What follows belongs to an exercise in optimizing a design on an open flow for small area, a short achievable clock period and few clock cycles per item; a production flow would make more cautious choices. The RTL was checked by simulation tests, not by an equivalence proof against the original design. Power and IR drop assume default switching activity.

==> inputs of job 1367 <==
==> flow/design.v (excerpt) <==
module go_board_top
#(
    parameter int BOARD_DIM = 9
)
(
    input  logic              clk_in,
    input  logic              rst_in,
    input  logic              move_strobe,
    input  logic [MOVE_W-1:0] move_in,
    output logic [2*BOARD_DIM*BOARD_DIM-1:0] board_out,
    output logic              turn,
    output logic              busy,
    output logic              move_done,
    output logic              move_rejected,
    output logic [CAPT_W-1:0] black_captures,
    output logic [CAPT_W-1:0] white_captures
);
    localparam int N      = BOARD_DIM;
    localparam int CELLS  = N * N;
    logic [CELLS-1:0]  blk_q;
    logic [CELLS-1:0]  wht_q;
    logic [CELLS-1:0]  occ_q;
    logic [CELLS-1:0]  mark_q;
    logic              opp_dies_q;
    logic              kill_blk_q;
    logic              kill_wht_q;
    logic              removing;
    logic [13:0]       count_q;
    logic              count_valid_q;
    logic              white_died_q;
    logic [CAPT_W-1:0] bcap_q;
    logic [CAPT_W-1:0] base_q;
    logic [CAPT_W-1:0] wcap_q;
    assign occ_q = blk_q | wht_q;
    always_comb
    begin
        for (int i = 0; i < CELLS; i++)
            board_out[2*i +: 2] = {wht_q[i], blk_q[i]};
    end
    function automatic logic [CELLS-1:0] links_h(input logic [CELLS-1:0] bk,
                                                 input logic [CELLS-1:0] wt);
        logic [CELLS-1:0] l;
        l = '0;
        for (int r = 0; r < N; r++)
            for (int c = 0; c < N - 1; c++)
                l[r*N+c] = (bk[r*N+c] & bk[r*N+c+1]) | (wt[r*N+c] & wt[r*N+c+1]);
        links_h = l;
    endfunction
    function automatic logic [CELLS-1:0] links_v(input logic [CELLS-1:0] bk,
                                                 input logic [CELLS-1:0] wt);
        logic [CELLS-1:0] l;
        l = '0;
        for (int r = 0; r < N - 1; r++)
            for (int c = 0; c < N; c++)
                l[r*N+c] = (bk[r*N+c] & bk[r*N+c+N]) | (wt[r*N+c] & wt[r*N+c+N]);
        links_v = l;
    endfunction
    function automatic logic [CELLS-1:0] seeds(input logic [CELLS-1:0] occ);
        logic [CELLS-1:0] s;
        for (int r = 0; r < N; r++)
        begin
  ...
make LEC_CHECK=0 ABC_AREA=1 CAP_MARGIN=20 CORE_MARGIN=2 CORE_UTILIZATION=40 SETUP_SLACK_MARGIN=5 SLEW_MARGIN=20 finish   # period 11.0 ns
run.sh (not shown) runs the stock make flow with config.mk's settings and CLKGATE_MAP_FILE= SYNTH_SCRIPT=/design/flow/synth_recipe.tcl, a recipe that flattens the netlist after the stock synthesis.
==> job 3333: changes against job 1367 <==
--- a/flow/design.v
+++ b/flow/design.v
@@ -128,14 +128,12 @@
     endfunction
     logic [CELLS-1:0]    lh_q;
     logic [CELLS-1:0]    lv_q;
     logic [N-1:0]        row_hot;
     logic [N-1:0]        col_hot;
     logic [CELLS-1:0]    place;
-    logic [CELLS-1:0]    blk1;
-    logic [CELLS-1:0]    wht1;
     logic [CELLS-1:0]    occ1;
     logic                legal;
     always_comb
     begin
         for (int i = 0; i < N; i++)
         begin
@@ -145,29 +143,27 @@
         for (int r = 0; r < N; r++)
             for (int c = 0; c < N; c++)
             begin
                 place[r*N+c] = move_strobe & row_hot[r] & col_hot[c] & ~occ_q[r*N+c];
             end
         legal = ~busy & (|place);
-        blk1  = blk_q | (place & {CELLS{~turn}});
-        wht1  = wht_q | (place & {CELLS{turn}});
-        occ1  = blk1 | wht1;
+        occ1  = occ_q | place;
     end
-    logic [CELLS-1:0]    mark_in;
+    logic [CELLS-1:0]    mark_a;
     logic [CELLS-1:0]    mark_new;
     logic                settled;
     logic                blk_dies;
     logic                wht_dies;
     logic                any_dead;
     logic                opp_dies;
     always_comb
     begin
         lh_q = links_h(blk_q, wht_q);
         lv_q = links_v(blk_q, wht_q);
-        mark_in  = busy ? spread_cols(mark_q, lv_q) : seeds(occ1);
-        mark_new = spread_rows(mark_in, lh_q);
+        mark_a   = spread_rows(seeds(occ1), lh_q);
+        mark_new = spread_rows(spread_cols(mark_q, lv_q), lh_q);
         settled  = ~(|can_grow(mark_new, '0, lv_q));
         blk_dies = |(blk_q & ~mark_new);
         wht_dies = |(wht_q & ~mark_new);
         any_dead = blk_dies | wht_dies;
         opp_dies = turn ? blk_dies : wht_dies;
     end
@@ -339,17 +335,55 @@
         csa_count = {k, s};
     endfunction
     always_comb
     begin
         dead = ~mark_q & ((blk_q & {CELLS{kill_blk_q}}) | (wht_q & {CELLS{kill_wht_q}}));
     end
+    function automatic logic [CAPT_W:0] add3(input logic [CAPT_W-1:0] a,
+                                             input logic [6:0] b,
+                                             input logic [6:0] c);
+        logic [CAPT_W-1:0] x;
+        logic [CAPT_W-1:0] y;
+        logic [CAPT_W-1:0] g;
+        logic [CAPT_W-1:0] p;
+        logic [CAPT_W-1:0] gg;
+        logic [CAPT_W-1:0] pp;
+        logic [CAPT_W:0]   r;
+        y = '0;
+        for (int i = 0; i < CAPT_W; i++)
+        begin
+            if (i < 7)
+            begin
+                x[i] = a[i] ^ b[i] ^ c[i];
+                if (i + 1 < CAPT_W)
+                    y[i+1] = (a[i] & b[i]) | (a[i] & c[i]) | (b[i] & c[i]);
+            end
+            else
+                x[i] = a[i];
+        end
+        g  = x & y;
+        p  = x ^ y;
+        gg = g;
+        pp = p;
+        for (int l = 0; l < 3; l++)
+            for (int i = CAPT_W - 1; i >= (1 << l); i--)
+            begin
+                gg[i] = gg[i] | (pp[i] & gg[i - (1 << l)]);
+                pp[i] = pp[i] & pp[i - (1 << l)];
+            end
+        r[0] = p[0];
+        for (int i = 1; i < CAPT_W; i++)
+            r[i] = p[i] ^ gg[i-1];
+        r[CAPT_W] = gg[CAPT_W-1];
+        add3 = r;
+    endfunction
     logic [CAPT_W:0]   sum;
     logic [CAPT_W-1:0] sum_sat;
     always_comb
     begin
-        sum     = {1'b0, base_q} + (CAPT_W+1)'(count_q[6:0]) + (CAPT_W+1)'(count_q[13:7]);
+        sum     = add3(base_q, count_q[6:0], count_q[13:7]);
         sum_sat = sum[CAPT_W] ? '1 : sum[CAPT_W-1:0];
         black_captures = (count_valid_q & white_died_q)  ? sum_sat : bcap_q;
         white_captures = (count_valid_q & ~white_died_q) ? sum_sat : wcap_q;
     end
     always_ff @(posedge clk_in)
     begin
@@ -397,13 +431,13 @@
                 end
             end
         end
     end
     always_ff @(posedge clk_in)
     begin
-        mark_q       <= mark_new;
+        mark_q       <= busy ? mark_new : mark_a;
         opp_dies_q   <= opp_dies;
         kill_blk_q   <= ~opp_dies | turn;
         kill_wht_q   <= ~opp_dies | ~turn;
         count_q      <= csa_count(dead);
         white_died_q <= turn ^ opp_dies_q;
         base_q       <= (turn ^ opp_dies_q) ? bcap_q : wcap_q;
==> flow/flow/run.sh (new file) <==
#!/bin/bash
# The standard layout with two changes: the port buffers that global
# placement inserts are plain buf_1 cells rather than the default pick (a
# clkdlybuf4s50, larger and slower), and timing repair aims 6.3 ns below the
# clock period. Make's whole output goes to standard.log.
set -euo pipefail
bash standard.sh "BUFFER_PORTS_ARGS=-buffer_cell sky130_fd_sc_hd__buf_1" SETUP_SLACK_MARGIN=6.3 finish > standard.log 2>&1
==> flow/standard.sh (new file) <==
#!/bin/bash
# synth_recipe.tcl (not shown) runs the flow's synth.tcl, then flattens the netlist and writes it again
# the make line also repeats each setting of config.mk as NAME=value (left out here)
make -C /OpenROAD-flow-scripts/flow DESIGN_CONFIG=/design/flow/config.mk WORK_HOME=/design/flow/orfs CLKGATE_MAP_FILE= SYNTH_SCRIPT=/design/flow/synth_recipe.tcl "${@:-finish}"
Settings changed: CORE_UTILIZATION 40 to 55, SETUP_SLACK_MARGIN 5 to unset.
removed: flow/run.sh
==> flow_summary.ini <==
[timing]
fin_crit_ns = 5.90
drv_slew = 0

[pwr]
p_seq_uw = 1130
vdd_ir_drop_max_uv = 149

[detailed_routing]
wl_met2_mm = 53.5
topRoutingLayerUsed = met5

[hold_path]
hold_start = bcap_q[5]

[logic_synthesis]
synth-xor-area-share = 0.00153

[run_status]
status = no timing/DRC/antenna violations

[critical_path]
reg2reg_to = count_q[3]

[die]
die_w_um = 243
(the above is from job 1367)
==> flow_summary.ini <==
[run_status]
tool.error = [ERROR GRT-0232] Routing congestion too high. Check the congestion heatmap in the GUI.
status = aborted with a tool error
lastStage = 5_1_grt

[clocking]
cts_setup_buffers = 26

[placed_design]
gp_congestion = 1.11
place_area_um2 = 25200
dp_hpwl_mm = 97.1

[die]
die_w_um = 212

[logic_synthesis]
synth-xor-area-share = 0.00147
(the above is from job 3333)
Testbench counts of job 1367, summed over its fixed seeds: cycles 6,496, moves 2,387.
Testbench counts of job 3333, summed over its fixed seeds: cycles 6,496, moves 2,387.

---

==> trial 75 <==
RTL: one of the versions met above, not the one the previous note started from.
// go_board_top
module go_board_top
#(
    parameter int BOARD_DIM = 9
)
(
    input  logic              clk_in,
    input  logic              rst_in,
    input  logic              move_strobe,
    input  logic [MOVE_W-1:0] move_in,
    output logic [2*BOARD_DIM*BOARD_DIM-1:0] board_out,
    output logic              turn,
    output logic              busy,
    output logic              move_done,
    output logic              move_rejected,
    output logic [CAPT_W-1:0] black_captures,
    output logic [CAPT_W-1:0] white_captures
);
clock: 11.0 ns
lec_check: 0
abc_area: 1
cap_margin: 20
core_margin: 2
core_utilization: 55
cts_buf_list: sky130_fd_sc_hd__clkbuf_16
cts_cluster_diameter: 100
cts_cluster_size: 24
setup_slack_margin: 5
slew_margin: 20
standard.sh (not shown) runs the stock make flow with config.mk's settings and CLKGATE_MAP_FILE= SYNTH_SCRIPT=/design/flow/synth_recipe.tcl, a recipe that flattens the netlist after the stock synthesis.
==> flow/flow/run.sh <==
#!/bin/bash
# The standard layout, with one change: the port buffers that global
# placement inserts are plain buf_1 cells rather than the default pick (a
# clkdlybuf4s50, larger and slower). Make's whole output goes to standard.log.
set -euo pipefail
bash standard.sh "BUFFER_PORTS_ARGS=-buffer_cell sky130_fd_sc_hd__buf_1" finish > standard.log 2>&1
==> trial 7: changes against trial 75 <==
Settings changed: CTS_BUF_LIST sky130_fd_sc_hd__clkbuf_16 to unset, CTS_CLUSTER_DIAMETER 100 to unset, CTS_CLUSTER_SIZE 24 to unset.
==> summary of the runs <==
Flip-flop and latch count is the same in trial 75 and trial 7.
In synthesized cell count, trial 7 and trial 75 do not differ.
Synthesized area is the same in trial 7 and trial 75.
Of trial 7 and trial 75, trial 7 has the higher register-to-register slack (gap 0.12 ns).
Between trial 7 and trial 75, the lower setup slack is in trial 75 (gap 0.12 ns).
==> figures <==
	trial 7	trial 75
Met2 Routed Length	49000 um	48800 um
Iteration-0 DRC count of the detailed router	5145	4929
Global routing usage on met1	0.641	0.643
Leak	11.5 nW	11.2 nW
Outcome	no timing/DRC/antenna violations	no timing/DRC/antenna violations
Global-route met2 utilization	0.772	0.765
Overall power	2.56 mW	1.98 mW
First-pass GRT wire length	174000 um	171000 um
Layout-to-synthesis area ratio	1.111x	1.079x
Aggregate global-route resource usage	0.528	0.517
Power density of the placed cells	96.8 nW/um2	77.0 nW/um2
Testbench counts of trial 75, summed over its fixed seeds: cycles 6,496, moves 2,387.
Testbench counts of trial 7, summed over its fixed seeds: cycles 6,496, moves 2,387.

## separate check: timing with driven ports
In the flow no input, the clock included, has a driving cell. The finished layouts below were timed again as built, in two steps. Step 1: set_driving_cell puts a clkbuf_16 on clk_in and a buf_2 on each other input, an assumption about the parent block. Step 2 moves the port delays by t, midway between the first and last clock arrival at a register: inputs arrive t later, outputs are due t later. That takes back most of the time a late clock gives input paths. Slacks: ideal / step 1 / step 2; pairs: ideal / step 1.
run | t (ns) | setup slack, ns | latest minus earliest clock arrival (ns) | slew at the worst register clock pin (ns)
job 1367 | 0.643 | 5.098 / 5.124 / 4.504 | 0.030 / 0.030 | 0.07 / 0.07
trial 75 | 0.617 | 5.024 / 5.024 / 4.744 | 0.020 / 0.020 | 0.11 / 0.11
trial 7 | 0.637 | 5.143 / 5.143 / 4.684 | 0.029 / 0.029 | 0.07 / 0.07
After both steps every run listed still meets setup and hold. The setup slack of job 1367, which loses most, moves by +0.026 ns with the drivers and by -0.594 ns with both steps.
